What follows belongs to an exercise in optimizing a design on an open flow for small area, a short achievable clock period and few clock cycles; a production flow would make more cautious choices. RTL that was checked went through simulation tests only; none was proved equivalent to the original. For run 2, only the layout was checked, not whether the RTL still works.

`flow/design.v`:
```
package cnn_pkg;
   typedef enum logic [2:0] {S_IDLE, S_LOAD_K, S_FETCH, S_WRITE, S_ERR, S_DONE} state_e;
   function automatic integer k_taps(input integer k);
      k_taps = k * k;
   endfunction
   function automatic logic signed [63:0] sat_hi(input integer w);
      sat_hi = (64'sd1 <<< (w - 1)) - 64'sd1;
   endfunction
   function automatic logic signed [63:0] sat_lo(input integer w);
      sat_lo = -(64'sd1 <<< (w - 1));
   endfunction
endpackage
module cnn_mac_sat
#(
   parameter int DATA_W = 16,
   parameter int ACC_W  = 35
) (
   input  logic [ACC_W-1:0]  acc_i,
   input  logic [4:0]        shift_i,
   output logic [DATA_W-1:0] res_o
);
   logic signed [ACC_W-1:0] acc_s, sh;
   logic                    ovf;
   assign acc_s = acc_i;
   assign sh    = acc_s >>> shift_i;
   assign ovf   = ~(&sh[ACC_W-1:DATA_W-1]) & (|sh[ACC_W-1:DATA_W-1]);
   assign res_o = ovf ? {sh[ACC_W-1], {(DATA_W-1){~sh[ACC_W-1]}}} : sh[DATA_W-1:0];
endmodule
module cnn_mul (
   input  logic [7:0]  neg_i,
   input  logic [7:0]  one_i,
   input  logic [7:0]  two_i,
   input  logic [15:0] b_i,
   output logic [34:0] s_o,
   output logic [34:0] c_o
);
   logic x_0_0, x_0_1, x_0_2, x_0_3, x_0_4, x_0_5, x_0_6, x_0_7, x_0_8, x_0_9, x_0_10, x_0_11, x_0_12, x_0_13, x_0_14, x_0_15, x_0_16, x_1_0, x_1_1, x_1_2, x_1_3, x_1_4, x_1_5, x_1_6, x_1_7, x_1_8, x_1_9, x_1_10, x_1_11, x_1_12, x_1_13, x_1_14, x_1_15, x_1_16, x_2_0, x_2_1, x_2_2, x_2_3, x_2_4, x_2_5, x_2_6, x_2_7, x_2_8, x_2_9, x_2_10, x_2_11, x_2_12, x_2_13, x_2_14, x_2_15, x_2_16, x_3_0, x_3_1, x_3_2, x_3_3, x_3_4, x_3_5, x_3_6, x_3_7, x_3_8, x_3_9, x_3_10, x_3_11, x_3_12, x_3_13, x_3_14, x_3_15, x_3_16, x_4_0, x_4_1, x_4_2, x_4_3, x_4_4, x_4_5, x_4_6, x_4_7, x_4_8, x_4_9, x_4_10, x_4_11, x_4_12, x_4_13, x_4_14, x_4_15, x_4_16, x_5_0, x_5_1, x_5_2, x_5_3, x_5_4, x_5_5, x_5_6, x_5_7, x_5_8, x_5_9, x_5_10, x_5_11, x_5_12, x_5_13, x_5_14, x_5_15, x_5_16, x_6_0, x_6_1, x_6_2, x_6_3, x_6_4, x_6_5, x_6_6, x_6_7, x_6_8, x_6_9, x_6_10, x_6_11, x_6_12, x_6_13, x_6_14, x_6_15, x_6_16, x_7_0, x_7_1, x_7_2, x_7_3, x_7_4, x_7_5, x_7_6, x_7_7, x_7_8, x_7_9, x_7_10, x_7_11, x_7_12, x_7_13, x_7_14, x_7_15, x_7_16, hs0, hc0, hs1, hc1, fs0, fc0, hs2, hc2, fs1, fc1, hs3, hc3, fs2, fc2, fs3, fc3, hs4, hc4, fs4, fc4, fs5, fc5, hs5, hc5, fs6, fc6, fs7, fc7, hs6, hc6, fs8, fc8, fs9, fc9, fs10, fc10, hs7, hc7, fs11, fc11, hs8, hc8, hs9, hc9, hs10, hc10, fs12, fc12, hs11, hc11, fs13, fc13, hs12, hc12, fs14, fc14, fs15, fc15, fs16, fc16, fs17, fc17, fs18, fc18, fs19, fc19, fs20, fc20, fs21, fc21, fs22, fc22, fs23, fc23, fs24, fc24, fs25, fc25, fs26, fc26, fs27, fc27, fs28, fc28, fs29, fc29, fs30, fc30, fs31, fc31, fs32, fc32, fs33, fc33, fs34, fc34, fs35, fc35, fs36, fc36, fs37, fc37, fs38, fc38, hs13, hc13, fs39, fc39, hs14, hc14, hs15, hc15, hs16, hc16, fs40, fc40, fs41, fc41, fs42, fc42, fs43, fc43, fs44, fc44, fs45, fc45, fs46, fc46, fs47, fc47, fs48, fc48, fs49, fc49, fs50, fc50, fs51, fc51, fs52, fc52, fs53, fc53, fs54, fc54, fs55, fc55, fs56, fc56, fs57, fc57, fs58, fc58, fs59, fc59, hs17, hc17, hs18, hc18, hs19, hc19, fs60, fc60, fs61, fc61, fs62, fc62, fs63, fc63, fs64, fc64, fs65, fc65, fs66, fc66, fs67, fc67, fs68, fc68, fs69, fc69, fs70, fc70, fs71, fc71, fs72, fc72, fs73, fc73, fs74, fc74, fs75, fc75, fs76, fc76, fs77, fc77, fs78, fc78, fs79, fc79, fs80, fc80, fs81, fc81, fs82, fc82, fs83, fc83, hs20, hc20;
   assign x_0_0 = ((one_i[0] & b_i[0])) ^ neg_i[0];
   assign x_0_1 = ((one_i[0] & b_i[1]) | (two_i[0] & b_i[0])) ^ neg_i[0];
   assign x_0_2 = ((one_i[0] & b_i[2]) | (two_i[0] & b_i[1])) ^ neg_i[0];
   assign x_0_3 = ((one_i[0] & b_i[3]) | (two_i[0] & b_i[2])) ^ neg_i[0];
   assign x_0_4 = ((one_i[0] & b_i[4]) | (two_i[0] & b_i[3])) ^ neg_i[0];
   assign x_0_5 = ((one_i[0] & b_i[5]) | (two_i[0] & b_i[4])) ^ neg_i[0];
   assign x_0_6 = ((one_i[0] & b_i[6]) | (two_i[0] & b_i[5])) ^ neg_i[0];
   assign x_0_7 = ((one_i[0] & b_i[7]) | (two_i[0] & b_i[6])) ^ neg_i[0];
   assign x_0_8 = ((one_i[0] & b_i[8]) | (two_i[0] & b_i[7])) ^ neg_i[0];
   assign x_0_9 = ((one_i[0] & b_i[9]) | (two_i[0] & b_i[8])) ^ neg_i[0];
   assign x_0_10 = ((one_i[0] & b_i[10]) | (two_i[0] & b_i[9])) ^ neg_i[0];
   assign x_0_11 = ((one_i[0] & b_i[11]) | (two_i[0] & b_i[10])) ^ neg_i[0];
   assign x_0_12 = ((one_i[0] & b_i[12]) | (two_i[0] & b_i[11])) ^ neg_i[0];
   assign x_0_13 = ((one_i[0] & b_i[13]) | (two_i[0] & b_i[12])) ^ neg_i[0];
   assign x_0_14 = ((one_i[0] & b_i[14]) | (two_i[0] & b_i[13])) ^ neg_i[0];
   assign x_0_15 = ((one_i[0] & b_i[15]) | (two_i[0] & b_i[14])) ^ neg_i[0];
   assign x_0_16 = ~(((one_i[0] & b_i[15]) | (two_i[0] & b_i[15])) ^ neg_i[0]);
   assign x_1_0 = ((one_i[1] & b_i[0])) ^ neg_i[1];
   assign x_1_1 = ((one_i[1] & b_i[1]) | (two_i[1] & b_i[0])) ^ neg_i[1];
   assign x_1_2 = ((one_i[1] & b_i[2]) | (two_i[1] & b_i[1])) ^ neg_i[1];
   assign x_1_3 = ((one_i[1] & b_i[3]) | (two_i[1] & b_i[2])) ^ neg_i[1];
   assign x_1_4 = ((one_i[1] & b_i[4]) | (two_i[1] & b_i[3])) ^ neg_i[1];
   assign x_1_5 = ((one_i[1] & b_i[5]) | (two_i[1] & b_i[4])) ^ neg_i[1];
   assign x_1_6 = ((one_i[1] & b_i[6]) | (two_i[1] & b_i[5])) ^ neg_i[1];
   assign x_1_7 = ((one_i[1] & b_i[7]) | (two_i[1] & b_i[6])) ^ neg_i[1];
   assign x_1_8 = ((one_i[1] & b_i[8]) | (two_i[1] & b_i[7])) ^ neg_i[1];
   assign x_1_9 = ((one_i[1] & b_i[9]) | (two_i[1] & b_i[8])) ^ neg_i[1];
   assign x_1_10 = ((one_i[1] & b_i[10]) | (two_i[1] & b_i[9])) ^ neg_i[1];
   assign x_1_11 = ((one_i[1] & b_i[11]) | (two_i[1] & b_i[10])) ^ neg_i[1];
   assign x_1_12 = ((one_i[1] & b_i[12]) | (two_i[1] & b_i[11])) ^ neg_i[1];
   assign x_1_13 = ((one_i[1] & b_i[13]) | (two_i[1] & b_i[12])) ^ neg_i[1];
   assign x_1_14 = ((one_i[1] & b_i[14]) | (two_i[1] & b_i[13])) ^ neg_i[1];
   assign x_1_15 = ((one_i[1] & b_i[15]) | (two_i[1] & b_i[14])) ^ neg_i[1];
   assign x_1_16 = ~(((one_i[1] & b_i[15]) | (two_i[1] & b_i[15])) ^ neg_i[1]);
   assign x_2_0 = ((one_i[2] & b_i[0])) ^ neg_i[2];
   assign x_2_1 = ((one_i[2] & b_i[1]) | (two_i[2] & b_i[0])) ^ neg_i[2];
   assign x_2_2 = ((one_i[2] & b_i[2]) | (two_i[2] & b_i[1])) ^ neg_i[2];
   assign x_2_3 = ((one_i[2] & b_i[3]) | (two_i[2] & b_i[2])) ^ neg_i[2];
   assign x_2_4 = ((one_i[2] & b_i[4]) | (two_i[2] & b_i[3])) ^ neg_i[2];
   assign x_2_5 = ((one_i[2] & b_i[5]) | (two_i[2] & b_i[4])) ^ neg_i[2];
   assign x_2_6 = ((one_i[2] & b_i[6]) | (two_i[2] & b_i[5])) ^ neg_i[2];
   assign x_2_7 = ((one_i[2] & b_i[7]) | (two_i[2] & b_i[6])) ^ neg_i[2];
   assign x_2_8 = ((one_i[2] & b_i[8]) | (two_i[2] & b_i[7])) ^ neg_i[2];
   assign x_2_9 = ((one_i[2] & b_i[9]) | (two_i[2] & b_i[8])) ^ neg_i[2];
   assign x_2_10 = ((one_i[2] & b_i[10]) | (two_i[2] & b_i[9])) ^ neg_i[2];
   assign x_2_11 = ((one_i[2] & b_i[11]) | (two_i[2] & b_i[10])) ^ neg_i[2];
   assign x_2_12 = ((one_i[2] & b_i[12]) | (two_i[2] & b_i[11])) ^ neg_i[2];
   assign x_2_13 = ((one_i[2] & b_i[13]) | (two_i[2] & b_i[12])) ^ neg_i[2];
   assign x_2_14 = ((one_i[2] & b_i[14]) | (two_i[2] & b_i[13])) ^ neg_i[2];
   assign x_2_15 = ((one_i[2] & b_i[15]) | (two_i[2] & b_i[14])) ^ neg_i[2];
   assign x_2_16 = ~(((one_i[2] & b_i[15]) | (two_i[2] & b_i[15])) ^ neg_i[2]);
   assign x_3_0 = ((one_i[3] & b_i[0])) ^ neg_i[3];
   assign x_3_1 = ((one_i[3] & b_i[1]) | (two_i[3] & b_i[0])) ^ neg_i[3];
   assign x_3_2 = ((one_i[3] & b_i[2]) | (two_i[3] & b_i[1])) ^ neg_i[3];
   assign x_3_3 = ((one_i[3] & b_i[3]) | (two_i[3] & b_i[2])) ^ neg_i[3];
   assign x_3_4 = ((one_i[3] & b_i[4]) | (two_i[3] & b_i[3])) ^ neg_i[3];
   assign x_3_5 = ((one_i[3] & b_i[5]) | (two_i[3] & b_i[4])) ^ neg_i[3];
   assign x_3_6 = ((one_i[3] & b_i[6]) | (two_i[3] & b_i[5])) ^ neg_i[3];
   assign x_3_7 = ((one_i[3] & b_i[7]) | (two_i[3] & b_i[6])) ^ neg_i[3];
   assign x_3_8 = ((one_i[3] & b_i[8]) | (two_i[3] & b_i[7])) ^ neg_i[3];
   assign x_3_9 = ((one_i[3] & b_i[9]) | (two_i[3] & b_i[8])) ^ neg_i[3];
   assign x_3_10 = ((one_i[3] & b_i[10]) | (two_i[3] & b_i[9])) ^ neg_i[3];
   assign x_3_11 = ((one_i[3] & b_i[11]) | (two_i[3] & b_i[10])) ^ neg_i[3];
   assign x_3_12 = ((one_i[3] & b_i[12]) | (two_i[3] & b_i[11])) ^ neg_i[3];
   assign x_3_13 = ((one_i[3] & b_i[13]) | (two_i[3] & b_i[12])) ^ neg_i[3];
   assign x_3_14 = ((one_i[3] & b_i[14]) | (two_i[3] & b_i[13])) ^ neg_i[3];
   assign x_3_15 = ((one_i[3] & b_i[15]) | (two_i[3] & b_i[14])) ^ neg_i[3];
   assign x_3_16 = ~(((one_i[3] & b_i[15]) | (two_i[3] & b_i[15])) ^ neg_i[3]);
   assign x_4_0 = ((one_i[4] & b_i[0])) ^ neg_i[4];
   assign x_4_1 = ((one_i[4] & b_i[1]) | (two_i[4] & b_i[0])) ^ neg_i[4];
   assign x_4_2 = ((one_i[4] & b_i[2]) | (two_i[4] & b_i[1])) ^ neg_i[4];
   assign x_4_3 = ((one_i[4] & b_i[3]) | (two_i[4] & b_i[2])) ^ neg_i[4];
   assign x_4_4 = ((one_i[4] & b_i[4]) | (two_i[4] & b_i[3])) ^ neg_i[4];
   assign x_4_5 = ((one_i[4] & b_i[5]) | (two_i[4] & b_i[4])) ^ neg_i[4];
   assign x_4_6 = ((one_i[4] & b_i[6]) | (two_i[4] & b_i[5])) ^ neg_i[4];
   assign x_4_7 = ((one_i[4] & b_i[7]) | (two_i[4] & b_i[6])) ^ neg_i[4];
   assign x_4_8 = ((one_i[4] & b_i[8]) | (two_i[4] & b_i[7])) ^ neg_i[4];
   assign x_4_9 = ((one_i[4] & b_i[9]) | (two_i[4] & b_i[8])) ^ neg_i[4];
   assign x_4_10 = ((one_i[4] & b_i[10]) | (two_i[4] & b_i[9])) ^ neg_i[4];
   assign x_4_11 = ((one_i[4] & b_i[11]) | (two_i[4] & b_i[10])) ^ neg_i[4];
   assign x_4_12 = ((one_i[4] & b_i[12]) | (two_i[4] & b_i[11])) ^ neg_i[4];
   assign x_4_13 = ((one_i[4] & b_i[13]) | (two_i[4] & b_i[12])) ^ neg_i[4];
   assign x_4_14 = ((one_i[4] & b_i[14]) | (two_i[4] & b_i[13])) ^ neg_i[4];
   assign x_4_15 = ((one_i[4] & b_i[15]) | (two_i[4] & b_i[14])) ^ neg_i[4];
   assign x_4_16 = ~(((one_i[4] & b_i[15]) | (two_i[4] & b_i[15])) ^ neg_i[4]);
   assign x_5_0 = ((one_i[5] & b_i[0])) ^ neg_i[5];
   assign x_5_1 = ((one_i[5] & b_i[1]) | (two_i[5] & b_i[0])) ^ neg_i[5];
   assign x_5_2 = ((one_i[5] & b_i[2]) | (two_i[5] & b_i[1])) ^ neg_i[5];
   assign x_5_3 = ((one_i[5] & b_i[3]) | (two_i[5] & b_i[2])) ^ neg_i[5];
   assign x_5_4 = ((one_i[5] & b_i[4]) | (two_i[5] & b_i[3])) ^ neg_i[5];
   assign x_5_5 = ((one_i[5] & b_i[5]) | (two_i[5] & b_i[4])) ^ neg_i[5];
   assign x_5_6 = ((one_i[5] & b_i[6]) | (two_i[5] & b_i[5])) ^ neg_i[5];
   assign x_5_7 = ((one_i[5] & b_i[7]) | (two_i[5] & b_i[6])) ^ neg_i[5];
   assign x_5_8 = ((one_i[5] & b_i[8]) | (two_i[5] & b_i[7])) ^ neg_i[5];
   assign x_5_9 = ((one_i[5] & b_i[9]) | (two_i[5] & b_i[8])) ^ neg_i[5];
   assign x_5_10 = ((one_i[5] & b_i[10]) | (two_i[5] & b_i[9])) ^ neg_i[5];
   assign x_5_11 = ((one_i[5] & b_i[11]) | (two_i[5] & b_i[10])) ^ neg_i[5];
   assign x_5_12 = ((one_i[5] & b_i[12]) | (two_i[5] & b_i[11])) ^ neg_i[5];
   assign x_5_13 = ((one_i[5] & b_i[13]) | (two_i[5] & b_i[12])) ^ neg_i[5];
   assign x_5_14 = ((one_i[5] & b_i[14]) | (two_i[5] & b_i[13])) ^ neg_i[5];
   assign x_5_15 = ((one_i[5] & b_i[15]) | (two_i[5] & b_i[14])) ^ neg_i[5];
   assign x_5_16 = ~(((one_i[5] & b_i[15]) | (two_i[5] & b_i[15])) ^ neg_i[5]);
   assign x_6_0 = ((one_i[6] & b_i[0])) ^ neg_i[6];
   assign x_6_1 = ((one_i[6] & b_i[1]) | (two_i[6] & b_i[0])) ^ neg_i[6];
   assign x_6_2 = ((one_i[6] & b_i[2]) | (two_i[6] & b_i[1])) ^ neg_i[6];
   assign x_6_3 = ((one_i[6] & b_i[3]) | (two_i[6] & b_i[2])) ^ neg_i[6];
   assign x_6_4 = ((one_i[6] & b_i[4]) | (two_i[6] & b_i[3])) ^ neg_i[6];
   assign x_6_5 = ((one_i[6] & b_i[5]) | (two_i[6] & b_i[4])) ^ neg_i[6];
   assign x_6_6 = ((one_i[6] & b_i[6]) | (two_i[6] & b_i[5])) ^ neg_i[6];
   assign x_6_7 = ((one_i[6] & b_i[7]) | (two_i[6] & b_i[6])) ^ neg_i[6];
   assign x_6_8 = ((one_i[6] & b_i[8]) | (two_i[6] & b_i[7])) ^ neg_i[6];
   assign x_6_9 = ((one_i[6] & b_i[9]) | (two_i[6] & b_i[8])) ^ neg_i[6];
   assign x_6_10 = ((one_i[6] & b_i[10]) | (two_i[6] & b_i[9])) ^ neg_i[6];
   assign x_6_11 = ((one_i[6] & b_i[11]) | (two_i[6] & b_i[10])) ^ neg_i[6];
   assign x_6_12 = ((one_i[6] & b_i[12]) | (two_i[6] & b_i[11])) ^ neg_i[6];
   assign x_6_13 = ((one_i[6] & b_i[13]) | (two_i[6] & b_i[12])) ^ neg_i[6];
   assign x_6_14 = ((one_i[6] & b_i[14]) | (two_i[6] & b_i[13])) ^ neg_i[6];
   assign x_6_15 = ((one_i[6] & b_i[15]) | (two_i[6] & b_i[14])) ^ neg_i[6];
   assign x_6_16 = ~(((one_i[6] & b_i[15]) | (two_i[6] & b_i[15])) ^ neg_i[6]);
   assign x_7_0 = ((one_i[7] & b_i[0])) ^ neg_i[7];
   assign x_7_1 = ((one_i[7] & b_i[1]) | (two_i[7] & b_i[0])) ^ neg_i[7];
   assign x_7_2 = ((one_i[7] & b_i[2]) | (two_i[7] & b_i[1])) ^ neg_i[7];
   assign x_7_3 = ((one_i[7] & b_i[3]) | (two_i[7] & b_i[2])) ^ neg_i[7];
   assign x_7_4 = ((one_i[7] & b_i[4]) | (two_i[7] & b_i[3])) ^ neg_i[7];
   assign x_7_5 = ((one_i[7] & b_i[5]) | (two_i[7] & b_i[4])) ^ neg_i[7];
   assign x_7_6 = ((one_i[7] & b_i[6]) | (two_i[7] & b_i[5])) ^ neg_i[7];
   assign x_7_7 = ((one_i[7] & b_i[7]) | (two_i[7] & b_i[6])) ^ neg_i[7];
   assign x_7_8 = ((one_i[7] & b_i[8]) | (two_i[7] & b_i[7])) ^ neg_i[7];
   assign x_7_9 = ((one_i[7] & b_i[9]) | (two_i[7] & b_i[8])) ^ neg_i[7];
   assign x_7_10 = ((one_i[7] & b_i[10]) | (two_i[7] & b_i[9])) ^ neg_i[7];
   assign x_7_11 = ((one_i[7] & b_i[11]) | (two_i[7] & b_i[10])) ^ neg_i[7];
   assign x_7_12 = ((one_i[7] & b_i[12]) | (two_i[7] & b_i[11])) ^ neg_i[7];
   assign x_7_13 = ((one_i[7] & b_i[13]) | (two_i[7] & b_i[12])) ^ neg_i[7];
   assign x_7_14 = ((one_i[7] & b_i[14]) | (two_i[7] & b_i[13])) ^ neg_i[7];
   assign x_7_15 = ((one_i[7] & b_i[15]) | (two_i[7] & b_i[14])) ^ neg_i[7];
   assign x_7_16 = ~(((one_i[7] & b_i[15]) | (two_i[7] & b_i[15])) ^ neg_i[7]);
   assign hs0 = x_0_10 ^ x_1_8;
   assign hc0 = x_0_10 & x_1_8;
   assign hs1 = x_0_11 ^ x_1_9;
   assign hc1 = x_0_11 & x_1_9;
   assign fs0 = x_0_12 ^ x_1_10 ^ x_2_8;
   assign fc0 = (x_0_12 & x_1_10) | (x_0_12 & x_2_8) | (x_1_10 & x_2_8);
   assign hs2 = x_3_6 ^ x_4_4;
   assign hc2 = x_3_6 & x_4_4;
   assign fs1 = x_0_13 ^ x_1_11 ^ x_2_9;
   assign fc1 = (x_0_13 & x_1_11) | (x_0_13 & x_2_9) | (x_1_11 & x_2_9);
   assign hs3 = x_3_7 ^ x_4_5;
   assign hc3 = x_3_7 & x_4_5;
   assign fs2 = x_0_14 ^ x_1_12 ^ x_2_10;
   assign fc2 = (x_0_14 & x_1_12) | (x_0_14 & x_2_10) | (x_1_12 & x_2_10);
   assign fs3 = x_3_8 ^ x_4_6 ^ x_5_4;
   assign fc3 = (x_3_8 & x_4_6) | (x_3_8 & x_5_4) | (x_4_6 & x_5_4);
   assign hs4 = x_6_2 ^ x_7_0;
   assign hc4 = x_6_2 & x_7_0;
   assign fs4 = x_0_15 ^ x_1_13 ^ x_2_11;
   assign fc4 = (x_0_15 & x_1_13) | (x_0_15 & x_2_11) | (x_1_13 & x_2_11);
   assign fs5 = x_3_9 ^ x_4_7 ^ x_5_5;
   assign fc5 = (x_3_9 & x_4_7) | (x_3_9 & x_5_5) | (x_4_7 & x_5_5);
   assign hs5 = x_6_3 ^ x_7_1;
   assign hc5 = x_6_3 & x_7_1;
   assign fs6 = x_0_16 ^ x_1_14 ^ x_2_12;
   assign fc6 = (x_0_16 & x_1_14) | (x_0_16 & x_2_12) | (x_1_14 & x_2_12);
   assign fs7 = x_3_10 ^ x_4_8 ^ x_5_6;
   assign fc7 = (x_3_10 & x_4_8) | (x_3_10 & x_5_6) | (x_4_8 & x_5_6);
   assign hs6 = x_6_4 ^ x_7_2;
   assign hc6 = x_6_4 & x_7_2;
   assign fs8 = x_1_15 ^ x_2_13 ^ x_3_11;
   assign fc8 = (x_1_15 & x_2_13) | (x_1_15 & x_3_11) | (x_2_13 & x_3_11);
   assign fs9 = x_4_9 ^ x_5_7 ^ x_6_5;
   assign fc9 = (x_4_9 & x_5_7) | (x_4_9 & x_6_5) | (x_5_7 & x_6_5);
   assign fs10 = x_1_16 ^ x_2_14 ^ x_3_12;
   assign fc10 = (x_1_16 & x_2_14) | (x_1_16 & x_3_12) | (x_2_14 & x_3_12);
   assign hs7 = x_4_10 ^ x_5_8;
   assign hc7 = x_4_10 & x_5_8;
   assign fs11 = x_2_15 ^ x_3_13 ^ x_4_11;
   assign fc11 = (x_2_15 & x_3_13) | (x_2_15 & x_4_11) | (x_3_13 & x_4_11);
   assign hs8 = x_2_16 ^ x_3_14;
   assign hc8 = x_2_16 & x_3_14;
   assign hs9 = x_0_6 ^ x_1_4;
   assign hc9 = x_0_6 & x_1_4;
   assign hs10 = x_0_7 ^ x_1_5;
   assign hc10 = x_0_7 & x_1_5;
   assign fs12 = x_0_8 ^ x_1_6 ^ x_2_4;
   assign fc12 = (x_0_8 & x_1_6) | (x_0_8 & x_2_4) | (x_1_6 & x_2_4);
   assign hs11 = x_3_2 ^ x_4_0;
   assign hc11 = x_3_2 & x_4_0;
   assign fs13 = x_0_9 ^ x_1_7 ^ x_2_5;
   assign fc13 = (x_0_9 & x_1_7) | (x_0_9 & x_2_5) | (x_1_7 & x_2_5);
   assign hs12 = x_3_3 ^ x_4_1;
   assign hc12 = x_3_3 & x_4_1;
   assign fs14 = x_2_6 ^ x_3_4 ^ x_4_2;
   assign fc14 = (x_2_6 & x_3_4) | (x_2_6 & x_4_2) | (x_3_4 & x_4_2);
   assign fs15 = x_5_0 ^ neg_i[5] ^ hs0;
   assign fc15 = (x_5_0 & neg_i[5]) | (x_5_0 & hs0) | (neg_i[5] & hs0);
   assign fs16 = x_2_7 ^ x_3_5 ^ x_4_3;
   assign fc16 = (x_2_7 & x_3_5) | (x_2_7 & x_4_3) | (x_3_5 & x_4_3);
   assign fs17 = x_5_1 ^ hc0 ^ hs1;
   assign fc17 = (x_5_1 & hc0) | (x_5_1 & hs1) | (hc0 & hs1);
   assign fs18 = x_5_2 ^ x_6_0 ^ neg_i[6];
   assign fc18 = (x_5_2 & x_6_0) | (x_5_2 & neg_i[6]) | (x_6_0 & neg_i[6]);
   assign fs19 = hc1 ^ fs0 ^ hs2;
   assign fc19 = (hc1 & fs0) | (hc1 & hs2) | (fs0 & hs2);
   assign fs20 = x_5_3 ^ x_6_1 ^ fc0;
   assign fc20 = (x_5_3 & x_6_1) | (x_5_3 & fc0) | (x_6_1 & fc0);
   assign fs21 = hc2 ^ fs1 ^ hs3;
   assign fc21 = (hc2 & fs1) | (hc2 & hs3) | (fs1 & hs3);
   assign fs22 = neg_i[7] ^ fc1 ^ hc3;
   assign fc22 = (neg_i[7] & fc1) | (neg_i[7] & hc3) | (fc1 & hc3);
   assign fs23 = fs2 ^ fs3 ^ hs4;
   assign fc23 = (fs2 & fs3) | (fs2 & hs4) | (fs3 & hs4);
   assign fs24 = fc2 ^ fc3 ^ hc4;
   assign fc24 = (fc2 & fc3) | (fc2 & hc4) | (fc3 & hc4);
   assign fs25 = fs4 ^ fs5 ^ hs5;
   assign fc25 = (fs4 & fs5) | (fs4 & hs5) | (fs5 & hs5);
   assign fs26 = fc4 ^ fc5 ^ hc5;
   assign fc26 = (fc4 & fc5) | (fc4 & hc5) | (fc5 & hc5);
   assign fs27 = fs6 ^ fs7 ^ hs6;
   assign fc27 = (fs6 & fs7) | (fs6 & hs6) | (fs7 & hs6);
   assign fs28 = x_7_3 ^ fc6 ^ fc7;
   assign fc28 = (x_7_3 & fc6) | (x_7_3 & fc7) | (fc6 & fc7);
   assign fs29 = hc6 ^ fs8 ^ fs9;
   assign fc29 = (hc6 & fs8) | (hc6 & fs9) | (fs8 & fs9);
   assign fs30 = x_6_6 ^ x_7_4 ^ fc8;
   assign fc30 = (x_6_6 & x_7_4) | (x_6_6 & fc8) | (x_7_4 & fc8);
   assign fs31 = fc9 ^ fs10 ^ hs7;
   assign fc31 = (fc9 & fs10) | (fc9 & hs7) | (fs10 & hs7);
   assign fs32 = x_5_9 ^ x_6_7 ^ x_7_5;
   assign fc32 = (x_5_9 & x_6_7) | (x_5_9 & x_7_5) | (x_6_7 & x_7_5);
   assign fs33 = fc10 ^ hc7 ^ fs11;
   assign fc33 = (fc10 & hc7) | (fc10 & fs11) | (hc7 & fs11);
   assign fs34 = x_4_12 ^ x_5_10 ^ x_6_8;
   assign fc34 = (x_4_12 & x_5_10) | (x_4_12 & x_6_8) | (x_5_10 & x_6_8);
   assign fs35 = x_7_6 ^ fc11 ^ hs8;
   assign fc35 = (x_7_6 & fc11) | (x_7_6 & hs8) | (fc11 & hs8);
   assign fs36 = x_3_15 ^ x_4_13 ^ x_5_11;
   assign fc36 = (x_3_15 & x_4_13) | (x_3_15 & x_5_11) | (x_4_13 & x_5_11);
   assign fs37 = x_6_9 ^ x_7_7 ^ hc8;
   assign fc37 = (x_6_9 & x_7_7) | (x_6_9 & hc8) | (x_7_7 & hc8);
   assign fs38 = x_3_16 ^ x_4_14 ^ x_5_12;
   assign fc38 = (x_3_16 & x_4_14) | (x_3_16 & x_5_12) | (x_4_14 & x_5_12);
   assign hs13 = x_6_10 ^ x_7_8;
   assign hc13 = x_6_10 & x_7_8;
   assign fs39 = x_4_15 ^ x_5_13 ^ x_6_11;
   assign fc39 = (x_4_15 & x_5_13) | (x_4_15 & x_6_11) | (x_5_13 & x_6_11);
   assign hs14 = x_4_16 ^ x_5_14;
   assign hc14 = x_4_16 & x_5_14;
   assign hs15 = x_0_4 ^ x_1_2;
   assign hc15 = x_0_4 & x_1_2;
   assign hs16 = x_0_5 ^ x_1_3;
   assign hc16 = x_0_5 & x_1_3;
   assign fs40 = x_2_2 ^ x_3_0 ^ neg_i[3];
   assign fc40 = (x_2_2 & x_3_0) | (x_2_2 & neg_i[3]) | (x_3_0 & neg_i[3]);
   assign fs41 = x_2_3 ^ x_3_1 ^ hc9;
   assign fc41 = (x_2_3 & x_3_1) | (x_2_3 & hc9) | (x_3_1 & hc9);
   assign fs42 = neg_i[4] ^ hc10 ^ fs12;
   assign fc42 = (neg_i[4] & hc10) | (neg_i[4] & fs12) | (hc10 & fs12);
   assign fs43 = fc12 ^ hc11 ^ fs13;
   assign fc43 = (fc12 & hc11) | (fc12 & fs13) | (hc11 & fs13);
   assign fs44 = fc13 ^ hc12 ^ fs14;
   assign fc44 = (fc13 & hc12) | (fc13 & fs14) | (hc12 & fs14);
   assign fs45 = fc14 ^ fc15 ^ fs16;
   assign fc45 = (fc14 & fc15) | (fc14 & fs16) | (fc15 & fs16);
   assign fs46 = fc16 ^ fc17 ^ fs18;
   assign fc46 = (fc16 & fc17) | (fc16 & fs18) | (fc17 & fs18);
   assign fs47 = fc18 ^ fc19 ^ fs20;
   assign fc47 = (fc18 & fc19) | (fc18 & fs20) | (fc19 & fs20);
   assign fs48 = fc20 ^ fc21 ^ fs22;
   assign fc48 = (fc20 & fc21) | (fc20 & fs22) | (fc21 & fs22);
   assign fs49 = fc22 ^ fc23 ^ fs24;
   assign fc49 = (fc22 & fc23) | (fc22 & fs24) | (fc23 & fs24);
   assign fs50 = fc24 ^ fc25 ^ fs26;
   assign fc50 = (fc24 & fc25) | (fc24 & fs26) | (fc25 & fs26);
   assign fs51 = fc26 ^ fc27 ^ fs28;
   assign fc51 = (fc26 & fc27) | (fc26 & fs28) | (fc27 & fs28);
   assign fs52 = fc28 ^ fc29 ^ fs30;
   assign fc52 = (fc28 & fc29) | (fc28 & fs30) | (fc29 & fs30);
   assign fs53 = fc30 ^ fc31 ^ fs32;
   assign fc53 = (fc30 & fc31) | (fc30 & fs32) | (fc31 & fs32);
   assign fs54 = fc32 ^ fc33 ^ fs34;
   assign fc54 = (fc32 & fc33) | (fc32 & fs34) | (fc33 & fs34);
   assign fs55 = fc34 ^ fc35 ^ fs36;
   assign fc55 = (fc34 & fc35) | (fc34 & fs36) | (fc35 & fs36);
   assign fs56 = fc36 ^ fc37 ^ fs38;
   assign fc56 = (fc36 & fc37) | (fc36 & fs38) | (fc37 & fs38);
   assign fs57 = x_7_9 ^ fc38 ^ hc13;
   assign fc57 = (x_7_9 & fc38) | (x_7_9 & hc13) | (fc38 & hc13);
   assign fs58 = x_6_12 ^ x_7_10 ^ fc39;
   assign fc58 = (x_6_12 & x_7_10) | (x_6_12 & fc39) | (x_7_10 & fc39);
   assign fs59 = x_5_15 ^ x_6_13 ^ x_7_11;
   assign fc59 = (x_5_15 & x_6_13) | (x_5_15 & x_7_11) | (x_6_13 & x_7_11);
   assign hs17 = x_5_16 ^ x_6_14;
   assign hc17 = x_5_16 & x_6_14;
   assign hs18 = x_0_2 ^ x_1_0;
   assign hc18 = x_0_2 & x_1_0;
   assign hs19 = x_0_3 ^ x_1_1;
   assign hc19 = x_0_3 & x_1_1;
   assign fs60 = x_2_0 ^ neg_i[2] ^ hs15;
   assign fc60 = (x_2_0 & neg_i[2]) | (x_2_0 & hs15) | (neg_i[2] & hs15);
   assign fs61 = x_2_1 ^ hc15 ^ hs16;
   assign fc61 = (x_2_1 & hc15) | (x_2_1 & hs16) | (hc15 & hs16);
   assign fs62 = hs9 ^ hc16 ^ fs40;
   assign fc62 = (hs9 & hc16) | (hs9 & fs40) | (hc16 & fs40);
   assign fs63 = hs10 ^ fc40 ^ fs41;
   assign fc63 = (hs10 & fc40) | (hs10 & fs41) | (fc40 & fs41);
   assign fs64 = hs11 ^ fc41 ^ fs42;
   assign fc64 = (hs11 & fc41) | (hs11 & fs42) | (fc41 & fs42);
   assign fs65 = hs12 ^ fc42 ^ fs43;
   assign fc65 = (hs12 & fc42) | (hs12 & fs43) | (fc42 & fs43);
   assign fs66 = fs15 ^ fc43 ^ fs44;
   assign fc66 = (fs15 & fc43) | (fs15 & fs44) | (fc43 & fs44);
   assign fs67 = fs17 ^ fc44 ^ fs45;
   assign fc67 = (fs17 & fc44) | (fs17 & fs45) | (fc44 & fs45);
   assign fs68 = fs19 ^ fc45 ^ fs46;
   assign fc68 = (fs19 & fc45) | (fs19 & fs46) | (fc45 & fs46);
   assign fs69 = fs21 ^ fc46 ^ fs47;
   assign fc69 = (fs21 & fc46) | (fs21 & fs47) | (fc46 & fs47);
   assign fs70 = fs23 ^ fc47 ^ fs48;
   assign fc70 = (fs23 & fc47) | (fs23 & fs48) | (fc47 & fs48);
   assign fs71 = fs25 ^ fc48 ^ fs49;
   assign fc71 = (fs25 & fc48) | (fs25 & fs49) | (fc48 & fs49);
   assign fs72 = fs27 ^ fc49 ^ fs50;
   assign fc72 = (fs27 & fc49) | (fs27 & fs50) | (fc49 & fs50);
   assign fs73 = fs29 ^ fc50 ^ fs51;
   assign fc73 = (fs29 & fc50) | (fs29 & fs51) | (fc50 & fs51);
   assign fs74 = fs31 ^ fc51 ^ fs52;
   assign fc74 = (fs31 & fc51) | (fs31 & fs52) | (fc51 & fs52);
   assign fs75 = fs33 ^ fc52 ^ fs53;
   assign fc75 = (fs33 & fc52) | (fs33 & fs53) | (fc52 & fs53);
   assign fs76 = fs35 ^ fc53 ^ fs54;
   assign fc76 = (fs35 & fc53) | (fs35 & fs54) | (fc53 & fs54);
   assign fs77 = fs37 ^ fc54 ^ fs55;
   assign fc77 = (fs37 & fc54) | (fs37 & fs55) | (fc54 & fs55);
   assign fs78 = hs13 ^ fc55 ^ fs56;
   assign fc78 = (hs13 & fc55) | (hs13 & fs56) | (fc55 & fs56);
   assign fs79 = fs39 ^ fc56 ^ fs57;
   assign fc79 = (fs39 & fc56) | (fs39 & fs57) | (fc56 & fs57);
   assign fs80 = hs14 ^ fc57 ^ fs58;
   assign fc80 = (hs14 & fc57) | (hs14 & fs58) | (fc57 & fs58);
   assign fs81 = hc14 ^ fc58 ^ fs59;
   assign fc81 = (hc14 & fc58) | (hc14 & fs59) | (fc58 & fs59);
   assign fs82 = x_7_12 ^ fc59 ^ hs17;
   assign fc82 = (x_7_12 & fc59) | (x_7_12 & hs17) | (fc59 & hs17);
   assign fs83 = x_6_15 ^ x_7_13 ^ hc17;
   assign fc83 = (x_6_15 & x_7_13) | (x_6_15 & hc17) | (x_7_13 & hc17);
   assign hs20 = x_6_16 ^ x_7_14;
   assign hc20 = x_6_16 & x_7_14;
   assign s_o = {1'b0, 1'b0, 1'b0, 1'b0, x_7_16, x_7_15, fc83, fc82, fc81, fc80, fc79, fc78, fc77, fc76, fc75, fc74, fc73, fc72, fc71, fc70, fc69, fc68, fc67, fc66, fc65, fc64, fc63, fc62, fc61, fc60, hc19, hc18, neg_i[1], x_0_1, x_0_0};
   assign c_o = {1'b0, 1'b0, 1'b0, 1'b0, 1'b0, hc20, hs20, fs83, fs82, fs81, fs80, fs79, fs78, fs77, fs76, fs75, fs74, fs73, fs72, fs71, fs70, fs69, fs68, fs67, fs66, fs65, fs64, fs63, fs62, fs61, fs60, hs19, hs18, 1'b0, neg_i[0]};
endmodule
module cnn_conv_engine
#(
   parameter int DATA_W = 16,
   parameter int ADDR_W = 12,
   parameter int DIM_W  = 8,
   parameter int K      = 3,
   parameter int ACC_W  = 40
) (
   input  logic              clk_i,
   input  logic              rst_ni,
   input  logic              start_i,
   input  logic [ADDR_W-1:0] img_base_i,
   input  logic [ADDR_W-1:0] ker_base_i,
   input  logic [ADDR_W-1:0] out_base_i,
   input  logic [DIM_W-1:0]  img_w_i,
   input  logic [DIM_W-1:0]  img_h_i,
   input  logic [4:0]        shift_i,
   output logic              mem_rd_req_o,
   output logic              mem_wr_req_o,
   output logic [ADDR_W-1:0] mem_addr_o,
   output logic [DATA_W-1:0] mem_wdata_o,
   input  logic [DATA_W-1:0] mem_rdata_i,
   input  logic              mem_ready_i,
   output logic              busy_o,
   output logic              done_o,
   output logic              err_o
);
   localparam int AW = 2 * DATA_W + 3;
   localparam int LW = AW / 2 + 1;
   localparam int HW = AW - LW;
   localparam int ND = DATA_W / 2;       
   localparam logic [AW-1:0] BK   = AW'(((64'd1 << (2 * ND)) - 64'd1) / 64'd3) << DATA_W;
   localparam logic [AW-1:0] BWC9 = AW'(0) - AW'(9) * BK;
   logic              busy_q, kload_q, done_q, err_q, step_q;
   logic [DIM_W-1:0]  w_q, x_q, rem_q;    
   logic              last_q, odd_q;      
   logic [4:0]        shift_q;
   logic [5:0]        slot_q;             
   logic              oddm_q;             
   logic [2:0]        c3_q;               
   logic [1:0]        wcnt_q;
   logic              first_q, flush_q;
   logic [ADDR_W-1:0] ibase_q, raddr_q, wptr_q;
   logic [DATA_W-1:0] ker_q [9];
   logic [DATA_W-1:0] kv_q [3];           
   logic [DATA_W-1:0] res_q;
   logic [ND-1:0]     neg_q, one_q, two_q;
   logic [ND-1:0]     neg_n, one_n, two_n;
   logic [DATA_W:0]   pext;
   logic [AW-1:0]     p0_q [3];
   logic [AW-1:0]     p1_q [3];
   logic [2:0]        p0c_q, p1c_q;
   logic [AW-1:0]     ps_q [3];
   logic [AW-1:0]     pc_q [3];
   logic [2:0]        sel0_q, sel1_q, fresh_q;
   logic              row_q;
   logic              rd_q, wr_q;
   logic              lastcol_q, lastcol_nx;         
   logic [ADDR_W-1:0] rdelta_q, wdelta_q;
   logic [ADDR_W-1:0] addr_q;
   logic              busy_nx, kload_nx, oddm_nx, flush_nx, first_nx, last_nx, odd_nx;
   logic              run_nx, rds_nx, wrs_nx, wv_nx;
   logic [ADDR_W-1:0] rdelta_nx, wdelta_nx;
   logic [5:0]        slot_nx;
   logic [2:0]        c3_nx;
   logic [1:0]        wcnt_nx;
   logic [DIM_W-1:0]  x_nx, rem_nx;
   logic [ADDR_W-1:0] raddr_nx, wptr_nx;
   logic              accept, bad_dims, run, xz, lastcol;
   logic              rdreq, wrreq, adv, colend_c, jobend_c, col_end, job_end, kdone;
   logic [5:0]        slot_n;
   logic              oddm_n;
   logic [2:0]        c3_n;
   logic [2:0]        ky_n;
   logic              row, shft;
   logic [ADDR_W-1:0] w12, d_1m2w, d_1m3w, ow12, d_1mow, rdelta, wdelta;
   logic [AW-1:0]     ain [3];
   logic [AW-1:0]     sum [3];
   logic [2:0]        ainc, sumc;
   logic [AW-1:0]     cs_s [3];
   logic [AW-1:0]     cs_c [3];
   logic [AW-1:0]     pcap;
   logic              pcapc;
   logic [AW-1:0]     acap;
   logic              cap_en, cap_row, res_en;
   logic [AW-1:0]     cap_q;
   logic              capc_q;
   logic [AW-1:0]     ps [3];
   logic [AW-1:0]     pc [3];
   logic [DATA_W-1:0] kv_n [3];
   logic [DATA_W-1:0] sat;
   assign accept   = start_i & ~busy_q;
   assign bad_dims = img_w_i < DIM_W'(3) || img_h_i < DIM_W'(3);
   assign run      = busy_q & ~kload_q;
   assign lastcol  = lastcol_q;
   assign kdone    = kload_q & mem_ready_i & lastcol;
   assign xz       = wcnt_q == 2'd0;
   assign rdreq    = rd_q & ~kload_q;
   assign wrreq    = wr_q;
   assign adv      = ~(rd_q | wr_q) | mem_ready_i;
   assign colend_c = slot_q[5] | (slot_q[4] & odd_q) | (slot_q[3] & oddm_q);
   assign jobend_c = flush_q & (slot_q[4] | (slot_q[3] & oddm_q));
   assign col_end  = run & adv & colend_c & ~jobend_c;
   assign job_end  = run & adv & jobend_c;
   assign mem_rd_req_o = rd_q;
   assign mem_wr_req_o = wr_q;
   assign mem_addr_o   = addr_q;
   assign mem_wdata_o  = res_q;
   assign busy_o       = busy_q;
   assign done_o       = done_q;
   assign err_o        = err_q;
   assign w12    = ADDR_W'(w_q);
   assign d_1m2w = ADDR_W'(1) - (w12 << 1);
   assign d_1m3w = d_1m2w - w12;
   assign ow12   = w12 - ADDR_W'(2);
   assign d_1mow = ADDR_W'(3) - w12;
   assign rdelta = rdelta_q;
   assign wdelta = wdelta_q;
   assign row  = slot_q[0] | slot_q[5] | (slot_q[3] & ~oddm_q);
   assign shft = slot_q[1] | (slot_q[3] & ~oddm_q);
   always_comb begin
      slot_n = (colend_c | jobend_c) ? 6'b000001 : {slot_q[4:0], 1'b0};
      oddm_n = oddm_q;
      c3_n   = c3_q;
      if (colend_c) begin
         c3_n = {c3_q[1:0], c3_q[2]};
         if (!lastcol) oddm_n = odd_q;
         else if (!last_q) oddm_n = 1'b0;
      end
      ky_n[0] = slot_n[1] | (slot_n[3] & ~oddm_n);
      ky_n[1] = slot_n[2] | slot_n[5];
      ky_n[2] = slot_n[0] | slot_n[4] | (slot_n[3] & oddm_n);
      for (int j = 0; j < 3; j++) begin
         kv_n[j] = '0;
         for (int r = 0; r < 3; r++)
            for (int ky = 0; ky < 3; ky++)
               kv_n[j] = kv_n[j] | ({DATA_W{c3_q[r] & ky_n[ky]}} & ker_q[3 * ky + (r - j + 3) % 3]);
      end
   end
   always_comb begin
      pext = {mem_rdata_i, 1'b0};
      for (int i = 0; i < ND; i++) begin
         neg_n[i] = pext[2*i+2];
         one_n[i] = pext[2*i+1] ^ pext[2*i];
         two_n[i] = (pext[2*i+2] & ~pext[2*i+1] & ~pext[2*i]) | (~pext[2*i+2] & pext[2*i+1] & pext[2*i]);
      end
   end
   for (genvar j = 0; j < 3; j++) begin : g_mul
      cnn_mul u_mul (
         .neg_i (neg_q),
         .one_i (one_q),
         .two_i (two_q),
         .b_i   (kv_q[j]),
         .s_o   (ps[j]),
         .c_o   (pc[j])
      );
   end
   always_ff @(posedge clk_i) begin
      for (int j = 0; j < 3; j++) begin
         ps_q[j] <= ps[j];
         pc_q[j] <= pc[j];
      end
      row_q   <= row;
      fresh_q <= {3{shft}} & c3_q;
      sel0_q  <= {3{~row}} & ~({3{shft}} & c3_q);
      sel1_q  <= {3{row}} & ~({3{shft}} & c3_q);
   end
   always_comb begin
      for (int j = 0; j < 3; j++) begin
         ain[j]  = ({AW{fresh_q[j]}} & BWC9) | ({AW{sel1_q[j]}} & p1_q[j]) | ({AW{sel0_q[j]}} & p0_q[j]);
         ainc[j] = (sel1_q[j] & p1c_q[j]) | (sel0_q[j] & p0c_q[j]);
         cs_s[j] = ain[j] ^ ps_q[j] ^ pc_q[j];
         cs_c[j] = ((ain[j] & ps_q[j]) | (ain[j] & pc_q[j]) | (ps_q[j] & pc_q[j])) << 1;
         {sumc[j], sum[j][LW-1:0]} = {1'b0, cs_s[j][LW-1:0]} + {1'b0, cs_c[j][LW-1:0]};
         sum[j][AW-1:LW] = HW'(({cs_s[j][AW-1:LW], ainc[j]} + {cs_c[j][AW-1:LW], 1'b1}) >> 1);
      end
   end
   assign cap_en  = (slot_q[0] & ~oddm_q) | (slot_q[1] & oddm_q) | (slot_q[2] & ~oddm_q);
   assign cap_row = slot_q[2];
   assign res_en  = (slot_q[1] & ~oddm_q) | (slot_q[3] & ~oddm_q) | (slot_q[2] & oddm_q);
   always_comb begin
      pcap  = '0;
      pcapc = 1'b0;
      for (int j = 0; j < 3; j++) begin
         pcap  = pcap | ({AW{c3_q[j]}} & (cap_row ? p1_q[j] : p0_q[j]));
         pcapc = pcapc | (c3_q[j] & (cap_row ? p1c_q[j] : p0c_q[j]));
      end
      acap = cap_q + (AW'(capc_q) << LW);
   end
   cnn_mac_sat #(.DATA_W(DATA_W), .ACC_W(AW)) u_sat (
      .acc_i   (acap),
      .shift_i (shift_q),
      .res_o   (sat)
   );
   always_comb begin
      busy_nx  = busy_q;
      kload_nx = kload_q;
      slot_nx  = slot_q;
      oddm_nx  = oddm_q;
      c3_nx    = c3_q;
      flush_nx = flush_q;
      wcnt_nx  = wcnt_q;
      first_nx = first_q;
      x_nx     = x_q;
      rem_nx   = rem_q;
      last_nx  = last_q;
      odd_nx   = odd_q;
      raddr_nx = raddr_q;
      wptr_nx  = wptr_q;
      if (accept) begin
         busy_nx  = ~bad_dims;
         kload_nx = ~bad_dims;
         slot_nx  = 6'b000001;
         oddm_nx  = 1'b0;
         c3_nx    = 3'b001;
         flush_nx = 1'b0;
         wcnt_nx  = '0;
         first_nx = 1'b1;
         x_nx     = DIM_W'(8);
         rem_nx   = img_h_i - DIM_W'(2);
         last_nx  = img_h_i <= DIM_W'(4);
         odd_nx   = img_h_i == DIM_W'(3);
         raddr_nx = ker_base_i;
         wptr_nx  = out_base_i;
      end else begin
         if (kload_q && mem_ready_i) begin
            raddr_nx = kdone ? ibase_q : raddr_q + rdelta;
            x_nx     = kdone ? w_q - 1'b1 : x_q - 1'b1;
            if (kdone) kload_nx = 1'b0;
         end
         if (rdreq && mem_ready_i) raddr_nx = raddr_q + rdelta;
         if (wrreq && mem_ready_i) wptr_nx = wptr_q + wdelta;
         if (job_end) busy_nx = 1'b0;
         if (run && adv) begin
            slot_nx = slot_n;
            oddm_nx = oddm_n;
            c3_nx   = c3_n;
         end
         if (col_end) begin
            if (lastcol) begin
               if (last_q) flush_nx = 1'b1;
               else begin
                  x_nx     = w_q - 1'b1;
                  wcnt_nx  = '0;
                  first_nx = 1'b0;
                  rem_nx   = rem_q - DIM_W'(2);
                  last_nx  = rem_q <= DIM_W'(4);
                  odd_nx   = rem_q == DIM_W'(3);
               end
            end else begin
               x_nx    = x_q - 1'b1;
               wcnt_nx = wcnt_q == 2'd3 ? 2'd3 : wcnt_q + 1'b1;
            end
         end
      end
      run_nx = busy_nx & ~kload_nx;
      rds_nx = slot_nx[0] | slot_nx[1] | (slot_nx[2] & oddm_nx) | (slot_nx[3] & ~oddm_nx) | slot_nx[5];
      wrs_nx = (slot_nx[2] & ~oddm_nx) | (slot_nx[3] & oddm_nx) | slot_nx[4];
      wv_nx  = flush_nx | (wcnt_nx == 2'd3) | ((wcnt_nx == 2'd0) & ~first_nx);
      lastcol_nx = x_nx == '0;
      if (kload_nx)                                   rdelta_nx = ADDR_W'(1);
      else if (slot_nx[5])                            rdelta_nx = lastcol_nx ? d_1m2w : d_1m3w;
      else if ((slot_nx[3] | slot_nx[2]) & odd_nx)    rdelta_nx = d_1m2w;
      else                                            rdelta_nx = w12;
      if (slot_nx[4])          wdelta_nx = (wcnt_nx == 2'd0) ? ADDR_W'(1) : d_1mow;
      else if (oddm_nx)        wdelta_nx = ADDR_W'(1);
      else                     wdelta_nx = ow12;
   end
   always_ff @(posedge clk_i or negedge rst_ni) begin
      if (!rst_ni) begin
         busy_q  <= 1'b0;
         kload_q <= 1'b0;
         done_q  <= 1'b0;
         err_q   <= 1'b0;
         step_q  <= 1'b0;
         rd_q    <= 1'b0;
         wr_q    <= 1'b0;
      end else begin
         step_q  <= run & adv;
         busy_q  <= busy_nx;
         kload_q <= kload_nx;
         done_q  <= (accept & bad_dims) | job_end;
         if (accept) err_q <= bad_dims;
         rd_q    <= kload_nx | (run_nx & rds_nx & ~flush_nx);
         wr_q    <= run_nx & wrs_nx & wv_nx;
      end
   end
   always_ff @(posedge clk_i) begin
      slot_q  <= slot_nx;
      oddm_q  <= oddm_nx;
      c3_q    <= c3_nx;
      flush_q <= flush_nx;
      wcnt_q  <= wcnt_nx;
      first_q <= first_nx;
      x_q     <= x_nx;
      rem_q   <= rem_nx;
      last_q  <= last_nx;
      odd_q   <= odd_nx;
      raddr_q <= raddr_nx;
      wptr_q  <= wptr_nx;
      addr_q  <= wrs_nx ? wptr_nx : raddr_nx;
      lastcol_q <= lastcol_nx;
      rdelta_q  <= rdelta_nx;
      wdelta_q  <= wdelta_nx;
      if (accept) begin
         w_q     <= img_w_i;
         shift_q <= shift_i;
         ibase_q <= img_base_i;
      end
      if (kload_q && mem_ready_i) begin
         for (int i = 0; i < 8; i++) ker_q[i] <= ker_q[i + 1];
         ker_q[8] <= mem_rdata_i;
      end
      if (rdreq && mem_ready_i) begin
         neg_q <= neg_n;
         one_q <= one_n;
         two_q <= two_n;
      end
      if (step_q) begin
         for (int j = 0; j < 3; j++) begin
            if (row_q) begin
               p1_q[j]  <= sum[j];
               p1c_q[j] <= sumc[j];
            end else begin
               p0_q[j]  <= sum[j];
               p0c_q[j] <= sumc[j];
            end
         end
      end
      if (run && adv) begin
         for (int j = 0; j < 3; j++) kv_q[j] <= kv_n[j];
         if (cap_en) begin
            cap_q  <= pcap;
            capc_q <= pcapc;
         end
         if (res_en) res_q <= sat;
      end
   end
endmodule
```
`flow/flow/run.sh`:
```
#!/bin/bash
set -euo pipefail
MARGIN=6.5
sed -E "s/SETUP_SLACK_MARGIN=[-0-9.]+/SETUP_SLACK_MARGIN=${MARGIN}/" standard.sh > standard_margin.sh
grep -q "SETUP_SLACK_MARGIN=${MARGIN}" standard_margin.sh
bash standard_margin.sh > standard.log 2>&1
```
`flow/standard.sh`:
```
#!/bin/bash
# synth_recipe.tcl (not shown) runs the flow's synth.tcl, then flattens the netlist and writes it again
# the make line also repeats each setting of config.mk as NAME=value (left out here)
make -C /OpenROAD-flow-scripts/flow DESIGN_CONFIG=/design/flow/config.mk WORK_HOME=/design/flow/orfs CLKGATE_MAP_FILE= SYNTH_SCRIPT=/design/flow/synth_recipe.tcl "${@:-finish}"
```
`flow/config.mk`:
```
export PLATFORM = sky130hd
export DESIGN_NAME = cnn_conv_engine
export DESIGN_NICKNAME = cnn_conv_engine
export VERILOG_FILES = /design/flow/design.v
export SDC_FILE = /design/flow/constraint.sdc
export NUM_CORES = 4
export LEC_CHECK = 0
export CAP_MARGIN = 20
export CORE_MARGIN = 2
export CORE_UTILIZATION = 40
export PLACE_DENSITY = 0.6
export SETUP_SLACK_MARGIN = 5
export SLEW_MARGIN = 20
```
`flow/constraint.sdc`:
```
create_clock -name core_clock -period 10.5 [get_ports {clk_i}]
set_input_delay 2.1000 -clock core_clock [delete_from_list [all_inputs] [get_ports {clk_i}]]
set_output_delay 2.1000 -clock core_clock [all_outputs]
set_load 0.01 [all_outputs]
```
==> results of run 1 <==
-- per-layer routing --
layer	share of wire	global-route usage	vias to the layer above
met1	0.45	0.323	20000
met4	0.023	0.0617	0
met5	0	0	-
met2	0.45	0.355	1631
li1	-	-	18100
met3	0.077	0.0380	290
-- cell usage in the layout, fill, tap and decap left out, drive strengths merged, types with 187 or more instances in the layout --
master,netlist,layout
a21oi,187,187
xor2,194,194
nand2,253,253
dfxtp,266,266
a22oi,524,524
xnor2,338,338
ha,200,200
fa,336,336
inv,638,646
edfxtp,518,518
-- worst max-delay path by stage --
stage                   to  cells past startpoint
6_report       rdelta_q[8]                     11
3_3_place_gp   rdelta_q[8]                     11
2_1_floorplan  rdelta_q[8]                     12
5_1_grt        rdelta_q[8]                     10
4_1_cts          addr_q[0]                      9
3_5_place_dp   rdelta_q[8]                     11
-- worst register-to-register path, delay by kind of cell (launching register included) --
kind / cells / cell delay [ns]
compound gates: 10 / 1.98
fa+ha+maj: 2 / 0.82
flops: 1 / 0.41
buf+inv: 2 / 0.24
xor+xnor: 1 / 0.14
-- sequential cells by signal, indices dropped and copies added (netlist names), 5 cells and up --
name      count
x_q           8
ker_q       144
raddr_q      12
wdelta_q      9
kv_q         48
ibase_q      12
ps_q         91
one_q         8
p1_q        105
addr_q       12
neg_q         8
slot_q        6
rem_q         8
p0_q        105
two_q         8
pc_q         85
shift_q       5
cap_q        35
res_q        16
wptr_q       12
rdelta_q     11
w_q           8
-- through the flow --
stage | util | std cells | hold WS (ns) | cell area, µm²
floorplan | - | 5110 | 0.346 | 54000
global placement | 0.422 | 6660 | 0.454 | 56300
detailed placement | 0.422 | 6660 | 0.457 | 56300
CTS | 0.450 | 6851 | 0.465 | 60000
global route | 0.455 | 6898 | 0.487 | 60800
finish | 0.455 | 6899 | 0.463 | 60800
-- timing repair --
item,in CTS,in global routing
gates resized for setup,80,75
setup endpoints to repair,191,145
pin swaps,6,16
setup buffers,13,41
hold endpoints to repair,0,0
cloned,4,3
-- cells by family after synthesis --
group / after synthesis
and+or+nand+nor: 728
DFF: 791
AOI/OAI and AO/OA: 1337
muxes: 134
buffers and inverters: 1052
adders and majority gates: 536
xor gates and xnor gates: 532
-- area by class of cell --
type | count | area [µm²] | area share
Timing Repair inverter | 2 | 27.5 | 0.000453
Multi-Input combinational cell | 3267 | 29300 | 0.483
Clock buffer | 119 | 2530 | 0.0416
Timing Repair Buffer | 253 | 2490 | 0.0410
Clock inverter | 55 | 652 | 0.0107
Tap cell | 1768 | 2210 | 0.0364
Inverter | 643 | 2450 | 0.0404
Sequential cell | 791 | 21100 | 0.347
Antenna cell | 1 | 2.50 | 0.0000412
==> flow_metrics.env, run 1 <==
export IMPL_status="no timing/DRC/antenna violations"
export IMPL_rows=134
export IMPL_numClockSinks=791
export IMPL_finalHoldViolations=0
export IMPL_synth_mux_area_frac=0.0296
export IMPL_regToRegSetupSlack_ns=6.62
export IMPL_endpoint_kind="flop"
export IMPL_gp_congestion=0.869
export IMPL_ioPinCount=110
export IMPL_die_y_um=370
export IMPL_drc_errors=0
export IMPL_clk_pin_slew_ns=0.06
export IMPL_fmax_ghz=0.252
export IMPL_clkLatencyLatePin_ns=0.71
export IMPL_drive_gt1_frac=0.101
export IMPL_tns_ns=0
export IMPL_routed_wl_um=159000
export IMPL_synthesis_nets=5723
export IMPL_synth_area_leaders="edfxtp_1, fa_1, dfxtp_1"
export IMPL_fill_cells=12500
export IMPL_synth_adder_area_share=0.172
export IMPL_synth_area_leader_cell="edfxtp_1"
export IMPL_floorplan_initialDensity=0.403
export IMPL_rr_endpoint="p0_q[0][16]"
export IMPL_place_hpwl_um=106000
export IMPL_pre_cts_ws_ns=4.57
export IMPL_post_synth_top_count_cell="inv_1"
export IMPL_track_usage=0.227
export IMPL_worst_pin_slew_ns=1.12
export IMPL_synth_top_family_by_area="compound AO/OA/AOI/OAI gates"
export IMPL_relSlewSlack=0.255
export IMPL_crit_path_top_delay_cell="or3_4"
export IMPL_die_width_um=370
export IMPL_synth_xor_area_frac=0.0867
export IMPL_rsz0062_at_grt="yes"
export IMPL_fin_nets=5663
export IMPL_place_port_buffers=109
export IMPL_cts_buffers=92
export IMPL_ant_nets=0
export IMPL_syn_area_um2=53700
export IMPL_grt_overflow_total=0
export IMPL_synth_commonest_cells="inv_1, a22oi_1, edfxtp_1, xnor2_1, fa_1"
export IMPL_dieArea_um2=137000
export IMPL_path_buf_inv=1
export IMPL_crit_arrival_ns=4.57
export IMPL_vias_per_cell=5.80
export IMPL_yosysSeqAreaShare=0.392
export IMPL_grt_pass1_wl_um=241000
export IMPL_first_pass_iters=12
export IMPL_grt_max_degree=76
export IMPL_first_iter_violations=4464
export IMPL_area_growth_pct=13.1
export IMPL_synth_seq_cells=791
export IMPL_synth_simple_area_share=0.0651
export IMPL_criticalPathCategory="primary input to flop"
export IMPL_timing_final_crit_share=0.378
export IMPL_syn_avg_cell_area_um2=10.5
export IMPL_worstHoldEndpoint="first_q"
export IMPL_cts_tree="built"
export IMPL_async_flop_share=0.00885
export IMPL_min_path_type="flop to flop"
export IMPL_start_kind="primary input"
export IMPL_synth_flop_cell="edfxtp_1"
export IMPL_cp_required_ns=11.10
export IMPL_cp_slowest_stage_delay_ns=0.44
export IMPL_clock_root_buffer="clkbuf_16"
export IMPL_cts_hold_buffers_added=0
export IMPL_synth_compound_area_frac=0.181
export IMPL_hold_start="first_q"
export IMPL_hold_depth=2
export IMPL_synth_top_cell_area_share=0.290
export IMPL_cts_htree_levels=3
export IMPL_synth_edff_count=518
export IMPL_skew_ns=0.0448
export IMPL_slew_violations=0
export IMPL_post_route_min_period_ns=3.97
export IMPL_core_um2=133000
export IMPL_cap_violations=0
export IMPL_ff2ff_path_depth=15
export IMPL_crit_path_start="mem_ready_i"
export IMPL_cp_cell_sequence="buf_2, o21bai_4, o2111ai_4, or3_4, nand2b_1, o211ai_1, nor3_1, nand3b_1, nand2_2, nor3b_2, mux2_4"
export IMPL_r2r_start="sel1_q[0]"
export IMPL_yosysUniqueCellTypes=89
export IMPL_clockBufferDepth=3
export IMPL_antenna_found_initial=0
export IMPL_vias=40000
export IMPL_yosys_warnings=25
export IMPL_syn_inst=5110
export IMPL_crit_family="simple AND/OR/NAND/NOR gates"
export IMPL_wl_per_cell_um=23.0
export IMPL_first_global_vias=39500
export IMPL_cp_max_fo=9
export IMPL_worst_slack_ns=6.53
export IMPL_setup_violations=0
Testbench counts, summed over its fixed seeds: cycles 58,378.
==> run 2: changes to the inputs <==
--- a/flow/design.v
+++ b/flow/design.v
@@ -543,8 +543,8 @@
    end
    always_ff @(posedge clk_i) begin
       for (int j = 0; j < 3; j++) begin
-         ps_q[j] <= ps[j];
-         pc_q[j] <= pc[j];
+         ps_q[j] <= ~ps[j];
+         pc_q[j] <= ~pc[j];
       end
       row_q   <= row;
       fresh_q <= {3{shft}} & c3_q;
@@ -555,8 +555,8 @@
       for (int j = 0; j < 3; j++) begin
          ain[j]  = ({AW{fresh_q[j]}} & BWC9) | ({AW{sel1_q[j]}} & p1_q[j]) | ({AW{sel0_q[j]}} & p0_q[j]);
          ainc[j] = (sel1_q[j] & p1c_q[j]) | (sel0_q[j] & p0c_q[j]);
-         cs_s[j] = ain[j] ^ ps_q[j] ^ pc_q[j];
-         cs_c[j] = ((ain[j] & ps_q[j]) | (ain[j] & pc_q[j]) | (ps_q[j] & pc_q[j])) << 1;
+         cs_s[j] = ain[j] ^ ~ps_q[j] ^ ~pc_q[j];
+         cs_c[j] = ((ain[j] & ~ps_q[j]) | (ain[j] & ~pc_q[j]) | (~ps_q[j] & ~pc_q[j])) << 1;
          {sumc[j], sum[j][LW-1:0]} = {1'b0, cs_s[j][LW-1:0]} + {1'b0, cs_c[j][LW-1:0]};
          sum[j][AW-1:LW] = HW'(({cs_s[j][AW-1:LW], ainc[j]} + {cs_c[j][AW-1:LW], 1'b1}) >> 1);
       end
--- a/flow/config.mk
+++ b/flow/config.mk
@@ -7,7 +7,7 @@
 export LEC_CHECK = 0
 export CAP_MARGIN = 20
 export CORE_MARGIN = 2
-export CORE_UTILIZATION = 40
-export PLACE_DENSITY = 0.6
+export CORE_UTILIZATION = 55
+export PLACE_DENSITY = 0.7
 export SETUP_SLACK_MARGIN = 5
 export SLEW_MARGIN = 20
==> flow_metrics.env, run 2 <==
export IMPL_status="no timing/DRC/antenna violations"
export IMPL_met1_usage=0.403
export IMPL_yosys_warnings=25
export IMPL_yosysSeqAreaShare=0.396
export IMPL_synth_flop_cell="edfxtp_1"
export IMPL_ff2ff_path_depth=9
export IMPL_crit_arrival_ns=4.54
export IMPL_die_width_um=315
export IMPL_die_y_um=315
export IMPL_synth_edff_count=518
export IMPL_r2r_start="neg_q[2]"
export IMPL_diodes=0
export IMPL_fill_cells=7691
export IMPL_worst_path_stages=13
export IMPL_skew_ns=0.0764
export IMPL_routed_wl_um=150000
export IMPL_grt_pass1_wl_um=230000
export IMPL_start_kind="primary input"
export IMPL_place_inst=6071
export IMPL_cp_max_fo=7
export IMPL_drive_gt1_frac=0.0997
export IMPL_synth_top_cell_area_share=0.293
export IMPL_wl_per_cell_um=23.7
export IMPL_min_path_type="flop to flop"
export IMPL_clkLatencyLatePin_ns=0.70
export IMPL_grt_max_degree=76
export IMPL_setup_violations=0
export IMPL_criticalPathCategory="primary input to flop"
export IMPL_track_usage=0.298
export IMPL_met3_usage=0.0544
export IMPL_synth_area_leaders="edfxtp_1, fa_1, dfxtp_1"
export IMPL_vias_per_cell=6.32
export IMPL_largest_reg_flops=144
export IMPL_crit_path_start="mem_ready_i"
export IMPL_post_synth_top_count_cell="inv_1"
export IMPL_finalHoldViolations=0
export IMPL_numClockSinks=791
export IMPL_relSlewSlack=0.273
export IMPL_ioPinCount=110
export IMPL_syn_area_um2=53100
export IMPL_antenna_found_initial=2
export IMPL_multiInputGateArea_um2=29100
export IMPL_rsz0062_at_grt="yes"
export IMPL_fin_cells=6302
export IMPL_clock_root_buffer="clkbuf_16"
export IMPL_grt_busiest_layer="met2"
export IMPL_grt_util_met2=0.483
export IMPL_area_growth_pct=12.1
export IMPL_crit_family="compound AO/OA/AOI/OAI gates"
export IMPL_synth_seq_cells=791
export IMPL_grt_overflow_total=0
export IMPL_cts_tree="built"
export IMPL_clk_pin_slew_ns=0.06
export IMPL_post_route_min_period_ns=3.96
export IMPL_syn_inst=5009
export IMPL_ant_nets=0
export IMPL_drc_errors=0
export IMPL_cts_buffers=88
export IMPL_cts_hold_buffers_added=0
export IMPL_largestRegisters="ker_q: 144 flops, p0_q: 105 flops, p1_q: 105 flops"
export IMPL_core_um2=95300
export IMPL_cap_violations=0
export IMPL_gp_congestion=0.906
export IMPL_endpoint_kind="flop"
export IMPL_cp_cell_sequence="buf_12, o21bai_4, o2111ai_4, o21a_1, o21ai_2, o311ai_4, or4b_4, nor4_4, buf_6, nor4_2, xor2_1, a22oi_1, nor2_1"
export IMPL_first_pass_iters=13
export IMPL_place_hpwl_um=96900
export IMPL_final_cell_mix="inv_1, a22oi_1, edfxtp_1, xnor2_1, fa_1"
export IMPL_yosysUniqueCellTypes=86
[run 2: cell count changes after synthesis, sizes merged, moves of 13 or more]
cell   change
inv       -78
xor2      -59
xnor2     +58
nor2      +28
nand2     -25
a21oi     -13
[run 2: worst paths after layout]
| kind | slack [ns] | to |
|---|---|---|
| setup reg to reg | 6.56 | pc_q[2][16] |
| hold / removal | 0.48 | first_q |
| max in group asynchronous | 8.50 | step_q |
| hold reg to reg | 0.48 | first_q |
| setup / recovery | 6.54 | rdelta_q[9] |
| min in group asynchronous | 1.71 | kload_q |
[run 2: final cells by class]
type / count / area share
clock inverter: 46 / 0.00877
tap: 1265 / 0.0266
timing repair buffer: 262 / 0.0441
inverter: 564 / 0.0364
sequential: 791 / 0.354
multi-input combinational: 3254 / 0.488
clock buffer: 120 / 0.0416
[run 2: cells by family after synthesis]
group	synth area share
DFF	0.396
AOI/OAI and AO/OA	0.176
buffers and inverters	0.0686
xor gates and xnor gates	0.0876
adders and majority gates	0.174
and+or+nand+nor	0.0687
muxes	0.0289
[run 2: per-stage QoR]
step / area, µm² / util / hold WS [ns] / worst slack, ns
after global routing: 59500 / 0.625 / 0.492 / 6.41
after CTS: 58800 / 0.617 / 0.476 / 6.49
after detailed placement: 55100 / 0.578 / 0.453 / 4.14
after floorplan: 53300 / - / 0.412 / 4.12
final: 59500 / 0.625 / 0.481 / 6.54
after global placement: 55100 / 0.578 / 0.449 / 4.19
[run 2: worst min-delay path, delay by kind of cell, from the launching register on]
kind / cells / cell delay [ns]
DFF: 1 / 0.30
and+or+nand+nor: 2 / 0.12
[run 2: what timing repair did]
action / CTS / global route
gates cloned: 5 / 4
buffers inserted: 25 / 29
setup endpoints to repair: 247 / 97
hold endpoints to repair: 0 / 0
resized for setup: 91 / 96
pin swaps: 13 / 42
[run 2: metal layers]
layer  vias up  wire, µm  share of wire
met5         -        12       0.000080
met4         2      5280          0.035
met3       392     12600          0.085
met2      1888     69700           0.47
met1     19700     61900           0.41
li1      17800         -              -

-- port drivers added, routing unchanged --
No port has a modelled driver above. Below, the same layouts with a new extraction and two added sets of constraints.
Step 1 assumes that a clkbuf_16 drives the clock port and a buf_2 every other input.
Step 2, shift: input delay + t, output delay - t, t = (earliest + latest rising clock arrival at the registers) / 2. This alone moves slack from input paths to output paths.
Slacks: ideal / step 1 / step 2; pairs: ideal / step 1.
| run | shift t [ns] | slack for setup (ns) | slew at the worst register clock pin (ns) |
|---|---|---|---|
| run 1 | 0.774 | 6.529 / 6.505 / 5.808 | 0.07 / 0.07 |
| run 2 | 0.737 | 6.536 / 6.525 / 5.788 | 0.06 / 0.06 |
After both steps every run listed still meets setup and hold. The setup slack of run 2, which loses most, moves by -0.011 ns with the drivers and by -0.748 ns with both steps.
